Source: an optimization exercise on an open RTL-to-GDS flow (aim: a short achievable clock period and few clock cycles). Production flows keep margins and buffers that such runs may drop. In this exercise RTL edits were held to simulation tests only and were not proved equivalent to the original. Power and IR drop assume default switching activity.

==> design/flow/design.v <==
package mipsPkg;
    typedef logic [31:0] wordT;
    typedef logic [29:0] wordAddrT;
    typedef logic [4:0]  regIdxT;
    typedef logic [15:0] immT;
    localparam wordT ResetPc = 32'h0000_0000;
    localparam int   NumRegs = 32;
    typedef enum logic [5:0] {
        opRtype = 6'h00,
        opJ     = 6'h02,
        opBeq   = 6'h04,
        opAddi  = 6'h08,
        opLw    = 6'h23,
        opSw    = 6'h2b
    } opcodeT;
    typedef enum logic [5:0] {
        fnAdd = 6'h20,
        fnSub = 6'h22,
        fnAnd = 6'h24,
        fnOr  = 6'h25,
        fnSlt = 6'h2a
    } functT;
    typedef enum logic [2:0] {
        aluAdd = 3'd0,
        aluSub = 3'd1,
        aluAnd = 3'd2,
        aluOr  = 3'd3,
        aluSlt = 3'd4
    } aluCtrlT;
    typedef enum logic [1:0] {
        fwdNone = 2'd0,
        fwdMem  = 2'd1,
        fwdWb   = 2'd2
    } fwdSelT;
    typedef struct packed {
        logic    regWrite;
        logic    memRead;
        logic    memWrite;
        logic    branch;
        logic    aluSrcImm;
        aluCtrlT aluCtrl;
    } ctrlT;
    typedef struct packed {
        wordT instr;
        wordT pcPlus4;
    } ifIdRegT;
    typedef struct packed {
        ctrlT   ctrl;
        regIdxT rs;
        regIdxT rt;
        regIdxT wsel;
        wordT   opA;
        wordT   opB;
        wordT   imm;
        wordT   branchTarget;
    } idExRegT;
    typedef struct packed {
        logic   regWrite;
        logic   memRead;
        logic   memWrite;
        logic   branch;
        logic   zero;
        wordT   aluOut;
        wordT   storeData;
        regIdxT wsel;
        wordT   branchTarget;
    } exMemRegT;
    typedef struct packed {
        logic   regWrite;
        logic   memRead;
        wordT   aluOut;
        wordT   loadData;
        regIdxT wsel;
    } memWbRegT;
endpackage
`timescale 1ns/1ns
module registerFile (
    input  logic        clk,
    input  logic        rst_n,
    input  logic        writeEn,
    input  logic [4:0]  writeIdx,
    input  logic [31:0] writeData,
    input  logic [4:0]  readIdxA,
    input  logic [4:0]  readIdxB,
    output logic [31:0] readA,
    output logic [31:0] readB
);
    logic [31:0] regs [1:31];
    always_ff @(posedge clk or negedge rst_n) begin
        if (!rst_n) begin
            for (int i = 1; i < 32; i++) begin
                regs[i] <= '0;
            end
        end else if (writeEn && writeIdx != '0) begin
            regs[writeIdx] <= writeData;
        end
    end
    assign readA = (readIdxA == '0) ? '0 : regs[readIdxA];
    assign readB = (readIdxB == '0) ? '0 : regs[readIdxB];
endmodule
`timescale 1ns/1ns
module mipsPipeline (
    input  logic        clk,
    input  logic        rst_n,
    output logic [29:0] icacheAddr,
    input  logic [31:0] icacheRdata,
    input  logic        icacheStall,
    output logic        dcacheRen,
    output logic        dcacheWen,
    output logic [29:0] dcacheAddr,
    output logic [31:0] dcacheWdata,
    input  logic [31:0] dcacheRdata,
    input  logic        dcacheStall
);
    localparam logic [5:0] OpR = 6'h00, OpJ = 6'h02, OpBeq = 6'h04, OpAddi = 6'h08,
                           OpLw = 6'h23, OpSw = 6'h2b;
    localparam logic [5:0] FnAdd = 6'h20, FnSub = 6'h22, FnAnd = 6'h24, FnOr = 6'h25,
                           FnSlt = 6'h2a;
    logic freeze;
    assign freeze = icacheStall || dcacheStall;
    logic [29:0] pc;             
    logic        dValid;
    logic [31:0] dIns;
    logic [29:0] dPc1;
    logic        eRegWrite, eRead, eWrite, eBeq;
    logic        eAdd, eSub, eAnd, eOr, eSlt;
    logic [4:0]  eWsel;
    logic [31:0] eA, eB, eS;
    logic        eAM, eAW, eBM, eBW, eSM, eSW;    
    logic [29:0] eBt;
    logic        mRegWrite, mRead, mWrite;
    logic [4:0]  mWsel;
    logic [31:0] mAlu, mSd;
    logic [31:0] wData;           
    logic [31:0] wbData;          
    logic        stallD;
    logic        takenE;
    logic [29:0] pc1;
    logic        fJ, fBs;
    logic [29:0] fJt, fBt;
    assign icacheAddr = pc;
    assign pc1 = pc + 30'd1;
    assign fJ  = (icacheRdata[31:26] == OpJ);
    assign fBs = (icacheRdata[31:26] == OpBeq) && (icacheRdata[25:21] == icacheRdata[20:16]);
    assign fJt = {pc1[29:26], icacheRdata[25:0]};
    assign fBt = pc1 + {{14{icacheRdata[15]}}, icacheRdata[15:0]};
    always_ff @(posedge clk or negedge rst_n) begin
        if (!rst_n) begin
            pc <= '0;
        end else if (!freeze) begin
            if (takenE)      pc <= eBt;
            else if (fJ)     pc <= fJt;
            else if (fBs)    pc <= fBt;
            else if (!stallD) pc <= pc1;
        end
    end
    always_ff @(posedge clk or negedge rst_n) begin
        if (!rst_n) begin
            dValid <= 1'b0;
        end else if (!freeze) begin
            if (takenE)           dValid <= 1'b0;
            else if (!stallD)     dValid <= !(fJ || fBs);
        end
    end
    always_ff @(posedge clk) begin
        if (!freeze && !stallD) begin
            dIns <= icacheRdata;
            dPc1 <= pc1;
        end
    end
    logic [5:0]  op, fn;
    logic [4:0]  rs, rt, rd, wsel;
    logic [31:0] immExt;
    logic        isR, isAddi, isLw, isSw, isBeq;
    logic        regWrite, usesRs, usesRt;
    logic [31:0] regA, regB;
    assign op = dIns[31:26];
    assign fn = dIns[5:0];
    assign rs = dIns[25:21];
    assign rt = dIns[20:16];
    assign rd = dIns[15:11];
    assign immExt = {{16{dIns[15]}}, dIns[15:0]};
    assign isR    = dValid && (op == OpR) &&
                    (fn == FnAdd || fn == FnSub || fn == FnAnd || fn == FnOr || fn == FnSlt);
    assign isAddi = dValid && (op == OpAddi);
    assign isLw   = dValid && (op == OpLw);
    assign isSw   = dValid && (op == OpSw);
    assign isBeq  = dValid && (op == OpBeq);
    assign wsel     = (op == OpR) ? rd : rt;
    assign regWrite = (isR || isAddi || isLw) && (wsel != 5'd0);
    assign usesRs   = isR || isAddi || isLw || isSw || isBeq;
    assign usesRt   = isR || isSw || isBeq;
    assign stallD = eRead && eRegWrite &&
                    ((usesRs && eWsel == rs) || (usesRt && eWsel == rt));
    registerFile registerFile_i (
        .clk       (clk),
        .rst_n     (rst_n),
        .writeEn   (mRegWrite && !freeze),
        .writeIdx  (mWsel),
        .writeData (wbData),
        .readIdxA  (rs),
        .readIdxB  (rt),
        .readA     (regA),
        .readB     (regB)
    );
    logic matchEA, matchEB, matchMA, matchMB;
    assign matchEA = eRegWrite && (eWsel == rs);
    assign matchEB = eRegWrite && (eWsel == rt);
    assign matchMA = mRegWrite && (mWsel == rs);
    assign matchMB = mRegWrite && (mWsel == rt);
    always_ff @(posedge clk or negedge rst_n) begin
        if (!rst_n) begin
            eRegWrite <= 1'b0;
            eRead     <= 1'b0;
            eWrite    <= 1'b0;
            eBeq      <= 1'b0;
        end else if (!freeze) begin
            if (takenE || stallD) begin
                eRegWrite <= 1'b0;
                eRead     <= 1'b0;
                eWrite    <= 1'b0;
                eBeq      <= 1'b0;
            end else begin
                eRegWrite <= regWrite;
                eRead     <= isLw;
                eWrite    <= isSw;
                eBeq      <= isBeq;
            end
        end
    end
    always_ff @(posedge clk) begin
        if (!freeze) begin
            eAdd  <= !isR || fn == FnAdd;
            eSub  <= isR && fn == FnSub;
            eAnd  <= isR && fn == FnAnd;
            eOr   <= isR && fn == FnOr;
            eSlt  <= isR && fn == FnSlt;
            eWsel <= wsel;
            eA    <= regA;
            eB    <= (isAddi || isLw || isSw) ? immExt : regB;
            eS    <= regB;
            eAM   <= matchEA;
            eAW   <= !matchEA && matchMA;
            eBM   <= !(isAddi || isLw || isSw) && matchEB;
            eBW   <= !(isAddi || isLw || isSw) && !matchEB && matchMB;
            eSM   <= matchEB;
            eSW   <= !matchEB && matchMB;
            eBt   <= dPc1 + immExt[29:0];
        end
    end
    logic [31:0] opA, opB, opS, sum, diff, aluOut;
    logic        lt;
    assign opA = eAM ? mAlu : (eAW ? wData : eA);
    assign opB = eBM ? mAlu : (eBW ? wData : eB);
    assign opS = eSM ? mAlu : (eSW ? wData : eS);
    assign sum  = opA + opB;
    assign diff = opA - opB;
    assign lt   = (opA[31] != opB[31]) ? opA[31] : diff[31];
    always_comb begin
        aluOut = '0;
        if (eAdd) aluOut = aluOut | sum;
        if (eSub) aluOut = aluOut | diff;
        if (eAnd) aluOut = aluOut | (opA & opB);
        if (eOr)  aluOut = aluOut | (opA | opB);
        if (eSlt) aluOut = aluOut | {31'd0, lt};
    end
    assign takenE = eBeq && (opA == opB);
    always_ff @(posedge clk or negedge rst_n) begin
        if (!rst_n) begin
            mRegWrite <= 1'b0;
            mRead     <= 1'b0;
            mWrite    <= 1'b0;
        end else if (!freeze) begin
            mRegWrite <= eRegWrite;
            mRead     <= eRead;
            mWrite    <= eWrite;
        end
    end
    always_ff @(posedge clk) begin
        if (!freeze) begin
            mWsel <= eWsel;
            mAlu  <= aluOut;
            mSd   <= opS;
        end
    end
    assign dcacheRen   = mRead;
    assign dcacheWen   = mWrite;
    assign dcacheAddr  = mAlu[31:2];
    assign dcacheWdata = mSd;
    assign wbData      = mRead ? dcacheRdata : mAlu;
    always_ff @(posedge clk) begin
        if (!freeze) begin
            wData <= wbData;
        end
    end
endmodule
==> design/flow/run.sh <==
#!/bin/bash
# synth_recipe.tcl (not shown) runs the flow's synth.tcl, then flattens the netlist and writes it again
# the make line also repeats each setting of config.mk as NAME=value (left out here)
make -C /OpenROAD-flow-scripts/flow DESIGN_CONFIG=/design/flow/config.mk WORK_HOME=/design/flow/orfs CLKGATE_MAP_FILE= SYNTH_SCRIPT=/design/flow/synth_recipe.tcl finish
==> design/flow/config.mk <==
export PLATFORM = sky130hd
export DESIGN_NAME = mipsPipeline
export DESIGN_NICKNAME = mipsPipeline
export VERILOG_FILES = /design/flow/design.v
export SDC_FILE = /design/flow/constraint.sdc
export NUM_CORES = 4
export LEC_CHECK = 0
export CAP_MARGIN = 20
export CORE_MARGIN = 10
export CORE_UTILIZATION = 30
export PLACE_DENSITY = 0.4
export SETUP_SLACK_MARGIN = 5
export SLEW_MARGIN = 20
==> design/flow/constraint.sdc <==
create_clock -name core_clock -period 8.0 [get_ports {clk}]
set_input_delay 1.6000 -clock core_clock [delete_from_list [all_inputs] [get_ports {clk}]]
set_output_delay 1.6000 -clock core_clock [all_outputs]
set_load 0.01 [all_outputs]
==> metrics.md, run 1 <==
| Metric | Value |
|---|---|
| Status | no timing/DRC/antenna violations |
| # fillers | about 22000 |
| Area growth syn-to-layout | 33.8% |
| Sequential element share of the synthesized area | 0.505 |
| Hold Buf Count CTS | 0 |
| Period Utilization, post-route | 0.543 |
| Number of port buffers | between 150 and 200 |
| CTS buffer count | 162 |
| Power per cell area | 192 nW/µm² |
| Grt total ovfl | 0 |
| Clock-pin transition on the worst setup and hold timing paths | approximately 60 ps |
| CTS H-tree lvls | 4 |
| Rel. slew slack | 0.217 |
| Initial antenna violation count | 36 |
| Max Clk Rate | around 230 MHz |
| Post-Route Skew | 58.6 ps |
| Crit Reg-Reg Startpoint | eBW |
| Critical path required time | about 8700 ps |
| Post-DP HPWL | 229000 µm |
| Arrival time worst endpoint | 5040 ps |
| Worst-path maximum fanout | 9 |
| Drt drc | 0 |
| Mapped Area | about 69000 µm² |
| Initial core utilization | 0.301 |
| EDFF count, synth | just over 300 |
| Startpoint Class | register |
| Register bit count reported by yosys | approximately 1300 |
| Num ports | ~160 |
| Vias per cell | about 6.3 |
| Slew Limit Fails | 0 |
| Critical Path Source | eBW |
| FP Rows | 176 |
| Syn. warnings | 3 |
| Routed WL | 424000 µm |
| Detailed router's first-iteration violation count | roughly 12000 |
| Worst-skew pair later-pin latency | just under 900 ps |
| Pin count of the biggest net entering global routing | 184 |
| WS Path Type | register to register |
| Endpoints failing hold | 0 |
| Total Power | 17.7 mW |
| Maxcap violations | 0 |
| GPL Wtd Cong | around 0.9 |
| Total track usage | 0.319 |
| Worst-margin pin slew | between 1000 and 1500 ps |
| Maximum VDD drop | about 0.00026 V |
| Die Width | approximately 500 µm |
| Avg Synthesized Cell Area | between 9 and 10 µm² |
| Pleak | 38.7 nW |
| Vias | approximately 70000 |
| Global-route wire length before repair | 564000 µm |
| Hold Startpoint | registerFile_i.regs[16][11] |
| Routed Antenna Nets | 0 |
| Vias in the first global route | between 60000 and 70000 |
| Share of layout cells above drive strength 1 | 0.236 |
| # clock sinks | 1335 |
| Nets | a little over 8000 |
| CTS tree | built |
| Root buf cell | clkbuf_16 |
| Final Setup Violations | 0 |
| Pre-Repair DR Iteration Count | 9 |
| Post-Route Setup TNS | 0 ps |
| CTS max path bufs | 3 |
| Unrepaired setup endpoints after global routing | yes |
| Critical path endpoint category | register |
| Minimum clock period | ~4300 ps |
| Syn nets | ~7500 |
| DR WL/cell | a little under 40 µm |
| Mapped Cells | around 7300 |
| Tightest Hold Check Type | register to register |
| FFs w/ async S/R, synth | 0.772 |
| Post-synth cell types | between 90 and 100 |
| Top_reg_cell synth | dfrtp_1 |
| Core area | around 230000 µm² |
| Total die area | about 250000 µm² |
| Die H | ~500 µm |
==> synthesized netlist by cell type, drive strengths merged (17+ instances only) <==
cell type	instances	area, µm²
a211oi	20	155
a21o	76	571
a21oi	650	3250
a221oi	262	2290
a222oi	58	581
a22o	242	2120
a22oi	362	2720
and3	18	113
buf	71	413
clkbuf	574	2150
dfrtp	1030	25800
edfxtp	305	9160
ha	155	1940
inv	164	616
mux2	19	214
mux2i	136	1360
nand2	907	3410
nand2b	23	144
nand3	127	636
nand4	142	903
nor2	607	2280
nor2b	17	106
nor3	96	490
nor4	27	190
o211ai	18	135
o21a	74	556
o21ai	749	3750
o21bai	20	150
o221ai	18	158
o22ai	17	106
o31ai	20	150
xnor2	58	527
xor2	47	412
==> power by group <==
part | internal, mW | switching, mW | total, mW
combinational | 1.02 | 1.65 | 2.67
sequential | 7.17 | 0.141 | 7.31
clock | 4.52 | 3.24 | 7.76
==> worst max-delay path, stage by stage, from the launching register on <==
cell and delay, ps:
edfxtp_1 410, buf_12 180, buf_16 160, mux2i_1 130
o21a_1 260, ha_4 390, inv_1 130, a21oi_2 260
o31ai_2 150, a211oi_4 350, nor3_4 100, o41a_1 360
o21ai_2 160, a211oi_2 90, a211oi_2 210, fa_2 480
o221a_2 290, o21ai_1 70
==> registers in the layout, summed over array words and instances (netlist names), 32 cells and up <==
signal / flops
mAlu: 32
eA: 32
wData: 32
mSd: 32
registerFile_i.regs: 992
eB: 32
dIns: 32
eS: 32
==> stage by stage <==
stage / hold WS, ps / util / setup WS [ps] / instance area, µm² / cells
after floorplan: 440 / - / 4190 / 69700 / 7292
after global placement: 484 / 0.327 / 2600 / 75100 / 10000
after detailed placement: 492 / 0.328 / 2530 / 75300 / 10100
after CTS: 506 / 0.390 / 3710 / 89700 / 10900
after global routing: 530 / 0.403 / 3520 / 92500 / 11000
final: 507 / 0.403 / 3650 / 92500 / 11000
==> cells in the final DEF (no fill, tap or decap), drive strengths merged, types with 20 or more instances in the layout <==
cell and instances:
o21a 74, clkinv 33, nand3 133, clkdlybuf4s50 62, inv 167, a221oi 262, nand4 142, dfrtp 1030
clkbuf 262, xnor2 58, edfxtp 305, a222oi 58, o21bai 20, xor2 47, nand2 918, a22oi 362
buf 915, a22o 242, ha 155, nor4 27, mux2i 142, nand2b 23, o31ai 20, o21ai 751
a21oi 650, a21o 76, a211oi 20, nor3 96, nor2 609
==> cells by family (layout without fill, tap and decap cells) <==
kind of cell    after synthesis  in the layout  share of synthesized area
compound gates             2694           2696                      0.256
simple gates               2033           2054                      0.127
flops                      1335           1335                      0.505
buf+inv                     810           1469                     0.0461
fa+ha+maj                   160            160                     0.0295
mux                         155            161                     0.0228
xor+xnor                    105            105                     0.0136
other cells                   0             15                          0
==> worst paths after layout <==
check | end | slack, ps | cells after the start
setup reg to reg | mAlu[31] | 3650 | 17
setup / recovery | mAlu[31] | 3650 | 17
hold reg to reg | registerFile_i.regs[16][11] | 510 | 2
min in group asynchronous | registerFile_i.regs[11][23] | 770 | 1
max in group asynchronous | registerFile_i.regs[30][10] | 5470 | 3
hold / removal | registerFile_i.regs[16][11] | 510 | 2
==> per-layer routing <==
layer  GRT usage  wire [µm]
met4       0.193      33300
met1       0.420     167000
met5     0.00419        331
met2       0.461     174000
met3      0.0943      49700
==> cell type report <==
type | instances | area [µm²] | share of cell area
antenna | 15 | 37.5 | 0.000406
clock buffer | 246 | 4820 | 0.0521
clock inverter | 50 | 634 | 0.00686
inverter | 165 | 649 | 0.00702
multi-input combinational | 5176 | 35900 | 0.388
sequential | 1335 | 35000 | 0.378
tap | 3026 | 3790 | 0.0409
timing repair buffer | 1004 | 11700 | 0.126
timing repair inverter | 4 | 53.8 | 0.000582
==> repair_timing <==
action | 4_1_cts | 5_1_grt
cloned | 68 | 17
setup buffers | 442 | 127
resized for setup | 1294 | 293
pin swaps | 251 | 226
setup endpoints to repair | 1441 | 634
Testbench counts, summed over its fixed seeds: cycles 159,099.
==> inputs of run 2 (changes only) <==
--- a/design/flow/config.mk
+++ b/design/flow/config.mk
@@ -11,3 +11,2 @@
 export PLACE_DENSITY = 0.4
-export SETUP_SLACK_MARGIN = 5
 export SLEW_MARGIN = 20
==> run 2 against run 1 <==
  * Still clean
  * First-iteration DRC count down 20%
  * Count of clock-buffer cells in the layout down 12
  * Non-clock buffer count down 614
  * Power down 3.3%
  * Via count down 9.1%
  * Sequential power about the same
  * Die area unchanged
  * Clock skew down 26 ps
  * Wire length down 13%
  * Flip-flop and latch count unchanged
  * Largest power group unchanged
  * Highest routed layer unchanged
==> metrics.md, run 2 <==
| Metric | Value |
|---|---|
| Status | no timing/DRC/antenna violations (unchanged) |
| Synth area leader | dfrtp_1 (unchanged) |
| Num ports | 162 (unchanged) |
| Pleak | 33.6 nW (was 38.7 nW) |
| Die H | 500 µm (unchanged) |
| Post-DP HPWL | 227000 µm (was 229000 µm) |
| # Post-CTS Setup Buffers | 0 (was 442) |
| Tightest Hold Check Type | register to register (unchanged) |
| Sequential element share of the synthesized area | 0.505 (unchanged) |
| Power per cell area | 213 nW/µm² (was 192 nW/µm²) |
| CTS H-tree lvls | 4 (unchanged) |
| Die Width | 500 µm (unchanged) |
| Max Clk Rate | 176 MHz (was 230 MHz) |
| Detailed router's first-iteration violation count | 9246 (was 11500) |
| Root buf cell | clkbuf_16 (unchanged) |
| Top_reg_cell synth | dfrtp_1 (unchanged) |
| Slowest Stage Delay on Critical Path | 730 ps (was 480 ps) |
| Mapped Area | 69100 µm² (unchanged) |
| Slew Limit Fails | 0 (unchanged) |
| Crit path top cell by count | a211oi_1 (was a211oi_2) |
| CTS max path bufs | 3 (unchanged) |
| Post-Route Skew | 32.6 ps (was 58.6 ps) |
| Resized cells post-CTS | 0 (was 1294) |
| Critical path endpoint category | register (unchanged) |
| Nets | 7429 (was 8076) |
| EDFF count, synth | 305 (unchanged) |
| Top delay family on crit path | compound AO/OA/AOI/OAI gates (unchanged) |
| Post-Route Setup TNS | 0 ps (unchanged) |
| Slowest cell on the critical path | a211oi_1 (was fa_2) |
| Routed WL | 370000 µm (was 424000 µm) |
| Yosys top cell area share | 0.373 (unchanged) |
| Initial core utilization | 0.301 (unchanged) |
| Syn. warnings | 3 (unchanged) |
| Global-route wire length before repair | 509000 µm (was 564000 µm) |
| Vias in the first global route | 61400 (was 66100) |
| Clock-pin transition on the worst setup and hold timing paths | 60 ps (about the same) |
| Rel. slew slack | 0.168 (was 0.217) |
| Maximum VDD drop | 0.000249 V (was 0.000262 V) |
| Syn nets | 7520 (unchanged) |
| Share of layout cells above drive strength 1 | 0.0946 (was 0.236) |
| Vias per cell | 6.10 (was 6.31) |
| # clock sinks | 1335 (unchanged) |
| Most common cell after layout, fill and taps aside | dfrtp_1 (unchanged) |
| Post-synth cell types | 92 (unchanged) |
| Period Utilization, post-route | 0.709 (was 0.543) |
| Most frequent cells in the layout | 1029 x dfrtp_1, 888 x nand2_1, 747 x o21ai_0, 650 x a21oi_1, 541 x nor2_1 (was 1008 x dfrtp_1, 870 x nand2_1, 710 x o21ai_0, 600 x a21oi_1, 484 x nor2_1) |
| Grt total ovfl | 0 (unchanged) |
| Arrival time worst endpoint | 6360 ps (was 5040 ps) |
| Area growth syn-to-layout | 16.6% (was 33.8%) |
| Most used standard cell by instance count after synthesis | dfrtp_1 (unchanged) |
| DR WL/cell | 35.7 µm (was 38.5 µm) |
| Final Setup Violations | 0 (unchanged) |
| FP Rows | 176 (unchanged) |
| Worst-margin pin slew | 1250 ps (was 1170 ps) |
| GPL Wtd Cong | 0.905 (was 0.917) |
| Endpoints failing hold | 0 (unchanged) |
| Pre-Repair DR Iteration Count | 12 (was 9) |
| Critical path required time | 8690 ps (about the same) |
| Startpoint Class | register (unchanged) |
| Maxcap violations | 0 (unchanged) |
| Number of port buffers | 161 (unchanged) |
| Vias | 63200 (was 69600) |
| Unrepaired setup endpoints after global routing | no (was yes) |
| Register bit count reported by yosys | 1335 (unchanged) |
| Avg Synthesized Cell Area | 9.48 µm² (unchanged) |
| Total die area | 250000 µm² (unchanged) |
| CTS buffer count | 162 (unchanged) |
| Top reg by flops | registerFile_i.regs (unchanged) |
| Mapped Cells | 7292 (unchanged) |
| Ranking of synthesized cells by area | dfrtp_1 37%, edfxtp_1 13%, o21ai_0 5.4%, nand2_1 4.9%, a21oi_1 4.7% (unchanged) |
| Worst-skew pair later-pin latency | 860 ps (was 890 ps) |
| Drt drc | 0 (unchanged) |
| Fin util | 0.351 (was 0.403) |
| WS Path Type | register to register (unchanged) |
| Worst-path maximum fanout | 26 (was 9) |
| Initial antenna violation count | 15 (was 36) |
| Max FFs per register | 992 (unchanged) |
| Routed Antenna Nets | 0 (unchanged) |
| FFs w/ async S/R, synth | 0.772 (unchanged) |
| Minimum clock period | 5670 ps (was 4350 ps) |
| R2r setup slk | 2330 ps (was 3650 ps) |
| CTS tree | built (unchanged) |
| Worst path bufs/invs | 2 (was 3) |
| Core area | 230000 µm² (unchanged) |
| Pin count of the biggest net entering global routing | 152 (was 184) |
| Post-synth top cells | 1030 x dfrtp_1, 906 x nand2_1, 747 x o21ai_0 (unchanged) |
| Hold Buf Count CTS | 0 (unchanged) |
| Total track usage | 0.285 (was 0.319) |
| Worst-path cell chain | buf_4 -> mux2i_1 -> o21a_1 -> ha_1 -> inv_1 -> a21oi_1 -> o31ai_1 -> a211oi_1 -> nor3_1 -> o41a_1 -> o21ai_0 -> a211oi_1 -> a211oi_1 -> fa_1 -> o221a_2 -> o21ai_1 (was buf_12 -> buf_16 -> mux2i_1 -> o21a_1 -> ha_4 -> inv_1 -> a21oi_2 -> o31ai_2 -> a211oi_4 -> nor3_4 -> o41a_1 -> o21ai_2 -> a211oi_2 -> a211oi_2 -> fa_2 -> o221a_2 -> o21ai_1) |
-- run 2: cell counts after synthesis --
Identical to the previous run, type by type.
-- run 2: kinds of logic (layout without fill, tap and decap cells) --
logic type / Yosys count / count (layout) / synth area share
DFF: 1335 / 1335 / 0.505
other: 0 / 6 / 0
and+or+nand+nor: 2033 / 2033 / 0.127
adders and majority gates: 160 / 160 / 0.0295
buffers and inverters: 810 / 856 / 0.0461
xor gates and xnor gates: 105 / 105 / 0.0136
muxes: 155 / 155 / 0.0228
AOI/OAI and AO/OA: 2694 / 2694 / 0.256
-- run 2: final cells by class --
| type | count | area, µm² |
|---|---|---|
| timing repair buffer | 390 | 3610 |
| multi-input combinational | 5147 | 32100 |
| inverter | 165 | 627 |
| clock buffer | 234 | 4720 |
| sequential | 1335 | 34900 |
| antenna | 6 | 15.0 |
| fill | 23200 | 149000 |
| clock inverter | 67 | 793 |
| tap | 3026 | 3790 |
-- run 2: stage by stage --
step	instance area, µm²	hold slack (ps)	setup slack, ps	total power [mW]	cells
after global placement	74800	471	2210	9.43	10100
after detailed placement	75000	468	2210	9.43	10100
after CTS	80500	484	2380	17.2	10400
final	80600	491	2330	17.2	10400
after floorplan	69100	440	1870	8.54	7292
after global routing	80600	512	1900	17.7	10400
-- run 2: path summary, 6_finish.rpt --
check	from	endpoint	depth (start not counted)
max in group asynchronous	rst_n	registerFile_i.regs[30][6]	3
min	eWrite	mWrite	2
max reg2reg	eBW	mAlu[31]	16
min reg2reg	eWrite	mWrite	2
min in group asynchronous	rst_n	registerFile_i.regs[17][22]	1
max	eBW	mAlu[31]	16
-- run 2: per-layer routing --
metal,global-route usage,vias to the layer above,part of all wire
met5,0,-,0.00018
met4,0.150,8,0.061
met3,0.0700,968,0.090
met2,0.424,3648,0.43
met1,0.381,31800,0.42
li1,-,26800,-
-- run 2: power breakdown --
part	total, mW	switching [mW]	leakage [nW]	internal (mW)
combinational	2.00	1.32	13.8	0.673
sequential	7.34	0.177	17.1	7.16
clock	7.82	3.26	2.71	4.56
-- run 2: worst min-delay path: stages, from the launching register on --
cell	delay [ps]
dfrtp_1	350
nand2_1	60
nand2_1	50
==> inputs of run 3 (changes only) <==
--- a/design/flow/config.mk
+++ b/design/flow/config.mk
@@ -11,2 +11,3 @@
 export PLACE_DENSITY = 0.4
+export SETUP_SLACK_MARGIN = 4
 export SLEW_MARGIN = 20
==> run 3 against run 2 <==
  * Die area is the same
  * Power grew 0.31%
  * Synthesized cell count is the same
  * Register-to-register slack gained 1300 ps
  * Count of clock-buffer cells in the layout grew 19
  * Via count grew 1.5%
  * Non-clock buffer count grew 123
  * Highest routed layer unchanged
  * Area after synthesis is the same
  * Flip-flop and latch count is the same
  * First-iteration DRC count grew 0.37%
  * Worst hold slack lost 17 ps
  * Largest power group unchanged
  * Still clean on timing, DRC and antenna
==> metrics.md, run 3 <==
| Metric | Value |
|---|---|
| Slowest Stage Delay on Critical Path | 570 ps (was 730 ps) |
| Ranking of synthesized cells by area | dfrtp_1 37%, edfxtp_1 13%, o21ai_0 5.4%, nand2_1 4.9%, a21oi_1 4.7% (unchanged) |
| Startpoint Class | register (unchanged) |
| Vias | 64200 (was 63200) |
| Detailed router's first-iteration violation count | 9280 (was 9246) |
| Avg Synthesized Cell Area | 9.48 µm² (unchanged) |
| # clock sinks | 1335 (unchanged) |
| Mapped Area | 69100 µm² (unchanged) |
| Syn. warnings | 3 (unchanged) |
| Worst-path cell chain | buf_12 -> buf_16 -> buf_12 -> mux2i_2 -> o21a_2 -> ha_4 -> o21ba_2 -> or4_4 -> nand3_4 -> a211oi_4 -> buf_6 -> nor3_4 -> o41a_1 -> o21ai_2 -> a211oi_2 -> a211oi_2 -> fa_2 -> o221a_2 -> o21ai_1 (was buf_4 -> mux2i_1 -> o21a_1 -> ha_1 -> inv_1 -> a21oi_1 -> o31ai_1 -> a211oi_1 -> nor3_1 -> o41a_1 -> o21ai_0 -> a211oi_1 -> a211oi_1 -> fa_1 -> o221a_2 -> o21ai_1) |
| Total die area | 250000 µm² (unchanged) |
| Share of layout cells above drive strength 1 | 0.136 (was 0.0946) |
| Met2 Use GR | 0.433 (was 0.424) |
| Worst setup margin | 3630 ps (was 2330 ps) |
| Maximum VDD drop | 0.000174 V (was 0.000249 V) |
| DR WL/cell | 35.9 µm (was 35.7 µm) |
| Final Setup Violations | 0 (unchanged) |
| Met1 usage | 0.384 (was 0.381) |
| Arrival time worst endpoint | 4930 ps (was 6360 ps) |
| Core area | 230000 µm² (unchanged) |
| Most common cell after layout, fill and taps aside | dfrtp_1 (unchanged) |
| Slowest cell on the critical path | fa_2 (was a211oi_1) |
| Die H | 500 µm (unchanged) |
| Critical path endpoint category | register (unchanged) |
| FP Rows | 176 (unchanged) |
| Global-route wire length before repair | 515000 µm (was 509000 µm) |
| Minimum clock period | 4370 ps (was 5670 ps) |
| Mapped Cells | 7292 (unchanged) |
| Worst-margin pin slew | 1130 ps (was 1250 ps) |
| Post-synth top cells | 1030 x dfrtp_1, 906 x nand2_1, 747 x o21ai_0 (unchanged) |
| EDFF count, synth | 305 (unchanged) |
| Final Cell Area | 83500 µm² (was 80600 µm²) |
| Slew Limit Fails | 0 (unchanged) |
| Status | no timing/DRC/antenna violations (unchanged) |
| WS Path Type | register to register (unchanged) |
| R2r setup slk | 3630 ps (was 2330 ps) |
| Top reg by flops | registerFile_i.regs (unchanged) |
| Endpoints failing hold | 0 (unchanged) |
| Register bit count reported by yosys | 1335 (unchanged) |
| Initial antenna violation count | 18 (was 15) |
| Fin util | 0.363 (was 0.351) |
| Sequential element share of the synthesized area | 0.505 (unchanged) |
| Post-DP HPWL | 227000 µm (about the same) |
| Post-Route Setup TNS | 0 ps (unchanged) |
| Pleak | 34.5 nW (was 33.6 nW) |
| Post-DP Area | 74900 µm² (was 75000 µm²) |
| Period Utilization, post-route | 0.546 (was 0.709) |
| Tightest Hold Check Type | register to register (unchanged) |
| Rel. slew slack | 0.229 (was 0.168) |
| Worst-skew pair later-pin latency | 840 ps (was 860 ps) |
| Worst-path maximum fanout | 7 (was 26) |
| Num ports | 162 (unchanged) |
| Post-synth cell types | 92 (unchanged) |
| Maxcap violations | 0 (unchanged) |
| Met3 GRT Util | 0.0740 (was 0.0700) |
| Critical path required time | 8560 ps (was 8690 ps) |
| Vias in the first global route | 61500 (was 61400) |
| Unrepaired setup endpoints after global routing | yes (was no) |
| Clock-pin transition on the worst setup and hold timing paths | 60 ps (about the same) |
| Post-Route Skew | 33.9 ps (was 32.6 ps) |
| Grt peak-use layer | met2 (unchanged) |
| Synth area leader | dfrtp_1 (unchanged) |
| CTS H-tree lvls | 4 (unchanged) |
| Routed WL | 377000 µm (was 370000 µm) |
| Grt total ovfl | 0 (unchanged) |
| FFs w/ async S/R, synth | 0.772 (unchanged) |
| Power per cell area | 206 nW/µm² (was 213 nW/µm²) |
| Nets | 7559 (was 7429) |
| Area growth syn-to-layout | 20.7% (was 16.6%) |
| Number of port buffers | 161 (unchanged) |
| # fillers | 22900 (was 23200) |
| CTS tree | built (unchanged) |
| Most used standard cell by instance count after synthesis | dfrtp_1 (unchanged) |
| Most frequent cells in the layout | 1028 x dfrtp_1, 873 x nand2_1, 715 x o21ai_0, 626 x a21oi_1, 526 x nor2_1 (was 1029 x dfrtp_1, 888 x nand2_1, 747 x o21ai_0, 650 x a21oi_1, 541 x nor2_1) |
| Root buf cell | clkbuf_16 (unchanged) |
| CTS max path bufs | 3 (unchanged) |
| Max FFs per register | 992 (unchanged) |
| Die Width | 500 µm (unchanged) |
| Syn nets | 7520 (unchanged) |
| Vias per cell | 6.11 (was 6.10) |
| Pre-CTS setup slack | 2200 ps (was 2210 ps) |
| Yosys top cell area share | 0.373 (unchanged) |
| Initial core utilization | 0.301 (unchanged) |
| Max Clk Rate | 229 MHz (was 176 MHz) |
| Total track usage | 0.289 (was 0.285) |
| Drt drc | 0 (unchanged) |
| CTS buffer count | 163 (was 162) |
| GPL Wtd Cong | 0.886 (was 0.905) |
| Routed Antenna Nets | 0 (unchanged) |
| Top_reg_cell synth | dfrtp_1 (unchanged) |
| Pre-Repair DR Iteration Count | 8 (was 12) |
| Pin count of the biggest net entering global routing | 162 (was 152) |
run 3: changes by cell type in the layout (fill, tap and decap cells not counted), sizes merged, moves of 3 or more:
| cell | delta |
|---|---|
| bufinv | -7 |
| diode | +3 |
| o21ai | +3 |
| clkbuf | +23 |
| clkinv | -15 |
| buf | +119 |
run 3: what timing repair did:
item / CTS / global route
hold buffers: 0 / 0
buffers inserted: 85 / 47
endpoints found under the setup margin: 896 / 571
gates cloned: 7 / 4
pin swaps: 66 / 82
resized for setup: 250 / 163
run 3: power by group:
group	switching [mW]	total, mW	internal (mW)
combinational	1.42	2.21	0.797
sequential	0.193	7.36	7.16
clock	3.20	7.64	4.43
total	4.81	17.2	12.4
run 3: path summary, 6_finish.rpt:
path | from | endpoint | cells past startpoint
max | eBW | mAlu[31] | 19
min | eWrite | mWrite | 2
max reg2reg | eBW | mAlu[31] | 19
min reg2reg | eWrite | mWrite | 2
max in group asynchronous | rst_n | mRead | 2
min in group asynchronous | rst_n | registerFile_i.regs[3][25] | 1
run 3: layout make-up:
class,instances,area (µm²),share of cell area
clock inverters,43,489,0.00586
repair inverters,1,8.76,0.000105
multi-input cells,5152,33700,0.404
clock buffers,253,4890,0.0586
repair buffers,513,5000,0.0599
inverters,165,644,0.00772
diodes,9,22.5,0.000270
flip-flops and latches,1335,34900,0.419
well taps,3026,3790,0.0454
run 3: worst max-delay path: cells and delay by family (launching register included):
family          cells  cell delay (ps)
compound gates      9             1300
fa+ha+maj           2              840
simple gates        3              720
buf+inv             4              620
flops               1              410
mux                 1              150
run 3: metrics by stage:
| stage | cells | hold slack, ps | power [mW] |
|---|---|---|---|
| after floorplan | 7292 | 440 | 8.53 |
| after global placement | 10000 | 464 | 9.43 |
| after detailed placement | 10000 | 459 | 9.44 |
| after CTS | 10400 | 474 | 17.2 |
| after global routing | 10500 | 517 | 17.8 |
| final | 10500 | 474 | 17.2 |
run 3: kinds of logic after synthesis:
| family | count (synthesis) | synth area share |
|---|---|---|
| compound gates | 2694 | 0.256 |
| flops | 1335 | 0.505 |
| xor+xnor | 105 | 0.0136 |
| fa+ha+maj | 160 | 0.0295 |
| mux | 155 | 0.0228 |
| buf+inv | 810 | 0.0461 |
| simple gates | 2033 | 0.127 |
run 3: routing by layer:
metal / routed length, µm / vias up / share of wire
li1: - / 27000 / -
met1: 157000 / 32100 / 0.42
met2: 161000 / 3984 / 0.43
met3: 35600 / 1020 / 0.095
met4: 23300 / 8 / 0.062
met5: 51 / - / 0.00014

-- port drivers added, routing unchanged --
In the flow no input, the clock included, has a driving cell. The finished layouts below were timed again as built, in two steps. Step 1: set_driving_cell puts a clkbuf_16 on clk and a buf_2 on each other input, an assumption about the parent block. Step 2, shift: input delay + t, output delay - t, t = (earliest + latest rising clock arrival at the registers) / 2. This alone moves slack from input paths to output paths. Three values: no drivers, after step 1, after step 2; two values: the first two.
| run | t, ns | setup WS [ns] | worst setup path after step 2 | slew at the worst register clock pin (ns) | pins driven straight from the clock port |
|---|---|---|---|---|---|
| run 1 | 0.953 | 3.653 / 3.653 / 3.130 | input to register | 0.07 / 0.07 | 1 |
| run 2 | 0.934 | 2.331 / 2.331 / 2.152 | input to register | 0.07 / 0.07 | 1 |
| run 3 | 0.923 | 3.633 / 3.633 / 3.009 | input to register | 0.07 / 0.07 | 1 |
After both steps every run listed still meets setup and hold. The setup slack of run 3, which loses most, moves by 0.000 ns with the drivers and by -0.624 ns with both steps.
